This design comes from an exercise in tuning for small area on the open sky130 flow, not from production work.
In this exercise RTL edits were held to simulation tests only and were not proved equivalent to the original.
The clock port is modelled as an ideal driver, which makes a skipped or thinned clock tree look cheaper than it is; a real chip needs a root buffer or a tree.
No activity file was given, so power comes from the tool's default toggle rates.

==> module noteChart, before the edit <==
module noteChart (
	input  logic DIV_CLK,
	input  logic reset,
	input  logic stepEnable,
	output logic [rhythmPkg::PHASE_W-1:0] phaseDown,     
	output logic [rhythmPkg::ROWS_W-1:0] rowCount         
);
	always_ff @(posedge DIV_CLK or posedge reset)
	begin
		if (reset)
		begin
			phaseDown <= PHASE_AT_RESET;
			rowCount <= '0;
		end
		else if (stepEnable)
		begin
			phaseDown <= phaseDown - 1'b1;
			if (phaseDown == '0)
				rowCount <= (rowCount == '1) ? ROWS_W'(32 - CHART_LEN) : rowCount + 1'b1;
		end
	end
endmodule
==> module rowsBack, before the edit <==
module rowsBack (
	input  logic [rhythmPkg::ROWS_W-1:0] rowCount,
	input  logic [2:0] g,
	output logic [rhythmPkg::LANE_COUNT-1:0] notes
);
	logic [ROWS_W:0] diff;
	logic [LANE_COUNT-1:0] row;
	assign diff = {1'b0, rowCount} - {3'b0, g};
	acceptedRow rom (.idx(diff[ROWS_W-1:0]), .notes(row));
	assign notes = diff[ROWS_W] ? '0 : row;
endmodule
==> module laneTracker, before the edit <==
module laneTracker (
	input  logic [rhythmPkg::PHASE_W-1:0] phaseDown,
	input  logic [rhythmPkg::ROWS_W-1:0] rowCount,
	input  logic stepEnable,
	input  logic [rhythmPkg::LANE_COUNT-1:0] buttons,
	output logic [rhythmPkg::LANE_COUNT-1:0] laneHit
);
	logic inWindow;
	logic [LANE_COUNT-1:0] notes;
	assign inWindow = phaseDown >= 6'd21 && phaseDown <= 6'd61;
	rowsBack back (.rowCount, .g(3'd7), .notes);
	assign laneHit = (stepEnable && inWindow) ? (buttons & notes) : '0;
endmodule
==> module laneRenderer, before the edit <==
module laneRenderer (
	input  logic DIV_CLK,
	input  logic reset,
	input  logic [rhythmPkg::POS_W-1:0] pixelX,
	input  logic [rhythmPkg::POS_W-1:0] pixelY,
	input  logic displayArea,
	input  logic [rhythmPkg::LANE_COUNT-1:0] laneButtons,
	input  logic [rhythmPkg::PHASE_W-1:0] phaseDown,
	input  logic [rhythmPkg::ROWS_W-1:0] rowCount,
	output logic vgaRed,
	output logic vgaGreen,
	output logic vgaBlue
);
	logic [LANE_COUNT-1:0] inCols;
	logic [LANE_COUNT-1:0] noteHit;
	logic bar;
	logic [POS_W:0] u;                           
	logic [4:0] h;                               
	logic near;
	logic [LANE_COUNT-1:0] notes;
	assign inCols[0] = pixelX <= 10'd199;
	assign inCols[1] = pixelX >= 10'd220 && pixelX <= 10'd419;
	assign inCols[2] = pixelX >= 10'd440 && pixelX <= 10'd639;
	assign u = {1'b0, pixelY} + {5'b0, phaseDown};
	assign h = u[POS_W:6];
	assign near = u[5:0] >= 6'd23 && h <= 5'd7 && (h != 5'd0 || phaseDown <= 6'd43);
	rowsBack back (.rowCount, .g(h[2:0]), .notes);
	assign noteHit = (near ? notes : '0) & inCols;
	assign bar = |(inCols & laneButtons) && pixelY >= 10'd410 && pixelY <= 10'd450;
	always_ff @(posedge DIV_CLK or posedge reset)
	begin
		if (reset)
		begin
			vgaRed <= 1'b0;
			vgaGreen <= 1'b0;
			vgaBlue <= 1'b0;
		end
		else
		begin
			vgaRed <= displayArea && (noteHit[0] || bar);
			vgaGreen <= displayArea && (noteHit[1] || bar);
			vgaBlue <= displayArea && (noteHit[2] || bar);
		end
	end
endmodule
clock: 7.0 ns
lec_check: 0
cap_margin: 20
core_margin: 2
core_utilization: 40
slew_margin: 20
standard.sh (not shown) runs the stock make flow with config.mk's settings and CLKGATE_MAP_FILE= SYNTH_SCRIPT=/design/flow/synth_recipe.tcl, a recipe that flattens the netlist after the stock synthesis.
==> flow/flow/run.sh <==
#!/bin/bash
# The standard layout (standard.sh) with three changes: an area-oriented
# synthesis (synth.tcl: ABC with deepsyn, adders left to ABC), the smallest
# buffer on the ports, and a few clock buffers in place of the clock tree
# (cts_hook.tcl). Its output goes to standard_flow.log; ORFS's own logs are
# under orfs/logs.
set -euo pipefail
W=$(pwd)
F=$W/flow
export OWN_ABC_SCRIPT=$F/abc_area.script
export BUFFER_PORTS_ARGS="-buffer_cell sky130_fd_sc_hd__buf_1"
export PRE_CTS_TCL=$F/cts_hook.tcl
export OWN_CLK_BUFS=${OWN_CLK_BUFS:-3}
export OWN_CLK_BUF=${OWN_CLK_BUF:-sky130_fd_sc_hd__clkbuf_8}
bash standard.sh SYNTH_SCRIPT=$F/synth.tcl finish > $W/standard_flow.log 2>&1
Other scripts of this flow, unchanged in this note and not shown: flow/flow/abc_area.script, flow/flow/cts_hook.tcl, flow/flow/synth.tcl
Edit:
--- a/flow/design.v
+++ b/flow/design.v
@@ -3,7 +3,6 @@
 	localparam int POS_W = 10;                       
 	localparam int PHASE_W = 6;                      
 	localparam int CHART_LEN = 24;
-	localparam int PHASE_AT_RESET = 44;              
 	localparam int ROWS_W = 5;                       
 	localparam int SCAN_W = 16;
 endpackage
@@ -20,7 +19,7 @@
 	begin
 		if (reset)
 		begin
-			phaseDown <= PHASE_AT_RESET;
+			phaseDown <= '0;
 			rowCount <= '0;
 		end
 		else if (stepEnable)
@@ -67,12 +66,12 @@
 endmodule
 module rowsBack (
 	input  logic [rhythmPkg::ROWS_W-1:0] rowCount,
-	input  logic [2:0] g,
+	input  logic [3:0] g,
 	output logic [rhythmPkg::LANE_COUNT-1:0] notes
 );
 	logic [ROWS_W:0] diff;
 	logic [LANE_COUNT-1:0] row;
-	assign diff = {1'b0, rowCount} - {3'b0, g};
+	assign diff = {1'b0, rowCount} - {2'b0, g};
 	acceptedRow rom (.idx(diff[ROWS_W-1:0]), .notes(row));
 	assign notes = diff[ROWS_W] ? '0 : row;
 endmodule
@@ -85,11 +84,13 @@
 	input  logic [rhythmPkg::LANE_COUNT-1:0] buttons,
 	output logic [rhythmPkg::LANE_COUNT-1:0] laneHit
 );
-	logic inWindow;
+	logic late;                                  
+	logic early;                                 
 	logic [LANE_COUNT-1:0] notes;
-	assign inWindow = phaseDown >= 6'd21 && phaseDown <= 6'd61;
-	rowsBack back (.rowCount, .g(3'd7), .notes);
-	assign laneHit = (stepEnable && inWindow) ? (buttons & notes) : '0;
+	assign late = phaseDown >= 6'd41;
+	assign early = phaseDown <= 6'd17;
+	rowsBack back (.rowCount, .g(late ? 4'd8 : 4'd7), .notes);
+	assign laneHit = (stepEnable && (late || early)) ? (buttons & notes) : '0;
 endmodule
 `timescale 1ns/1ps
 import rhythmPkg::*;
@@ -139,16 +140,17 @@
 	logic [LANE_COUNT-1:0] noteHit;
 	logic bar;
 	logic [POS_W:0] u;                           
-	logic [4:0] h;                               
+	logic [4:0] g;                               
 	logic near;
 	logic [LANE_COUNT-1:0] notes;
 	assign inCols[0] = pixelX <= 10'd199;
 	assign inCols[1] = pixelX >= 10'd220 && pixelX <= 10'd419;
 	assign inCols[2] = pixelX >= 10'd440 && pixelX <= 10'd639;
-	assign u = {1'b0, pixelY} + {5'b0, phaseDown};
-	assign h = u[POS_W:6];
-	assign near = u[5:0] >= 6'd23 && h <= 5'd7 && (h != 5'd0 || phaseDown <= 6'd43);
-	rowsBack back (.rowCount, .g(h[2:0]), .notes);
+	assign u = {1'b0, pixelY} + {5'b0, phaseDown} + 11'd21;
+	assign g = u[POS_W:6];
+	assign near = u[5:0] <= 6'd40 && g != 5'd0
+		&& (g[4:3] == 2'd0 || (g == 5'd8 && phaseDown >= 6'd20));
+	rowsBack back (.rowCount, .g(g[3:0]), .notes);
 	assign noteHit = (near ? notes : '0) & inCols;
 	assign bar = |(inCols & laneButtons) && pixelY >= 10'd410 && pixelY <= 10'd450;
 	always_ff @(posedge DIV_CLK or posedge reset)
Result: Sequential power came out higher by 9.2%; total power came out higher by 25%; via count came out higher by 8.9%; design area came out higher by 4.5%; wire length came out higher by 10%; area after synthesis came out higher by 4.9%; core utilization came out lower by 0.81 points.
In every run of this note, the design's own scripts or RTL, not TritonCTS, make the clock network.

## what the ideal ports hide
No port has a modelled driver above. Below, the same layouts with a new extraction and two added sets of constraints.
Step 1 (the two cells are an assumption about what drives the block):
set clk [get_ports {DIV_CLK}]
set_driving_cell -lib_cell sky130_fd_sc_hd__clkbuf_16 $clk
set_driving_cell -lib_cell sky130_fd_sc_hd__buf_2 [delete_from_list [all_inputs] $clk]
Step 2 times the ports against the registers' clock, not the clock port: input delays grow and output delays shrink by t, the midpoint of the rising clock arrivals with the driver on.
Three values: no drivers, after step 1, after step 2; two values: the first two.
run	t (ns)	setup slack, ns	clock arrival spread, ns
the first run	0.195	2.245 / 2.269 / 2.074	0.004 / 0.004
the second run	0.197	2.127 / 2.142 / 1.945	0.009 / 0.009
After both steps setup and hold are still met in every run listed. For the second run, which loses most, drivers alone change the setup slack by +0.015 ns; drivers and shift together by -0.182 ns.
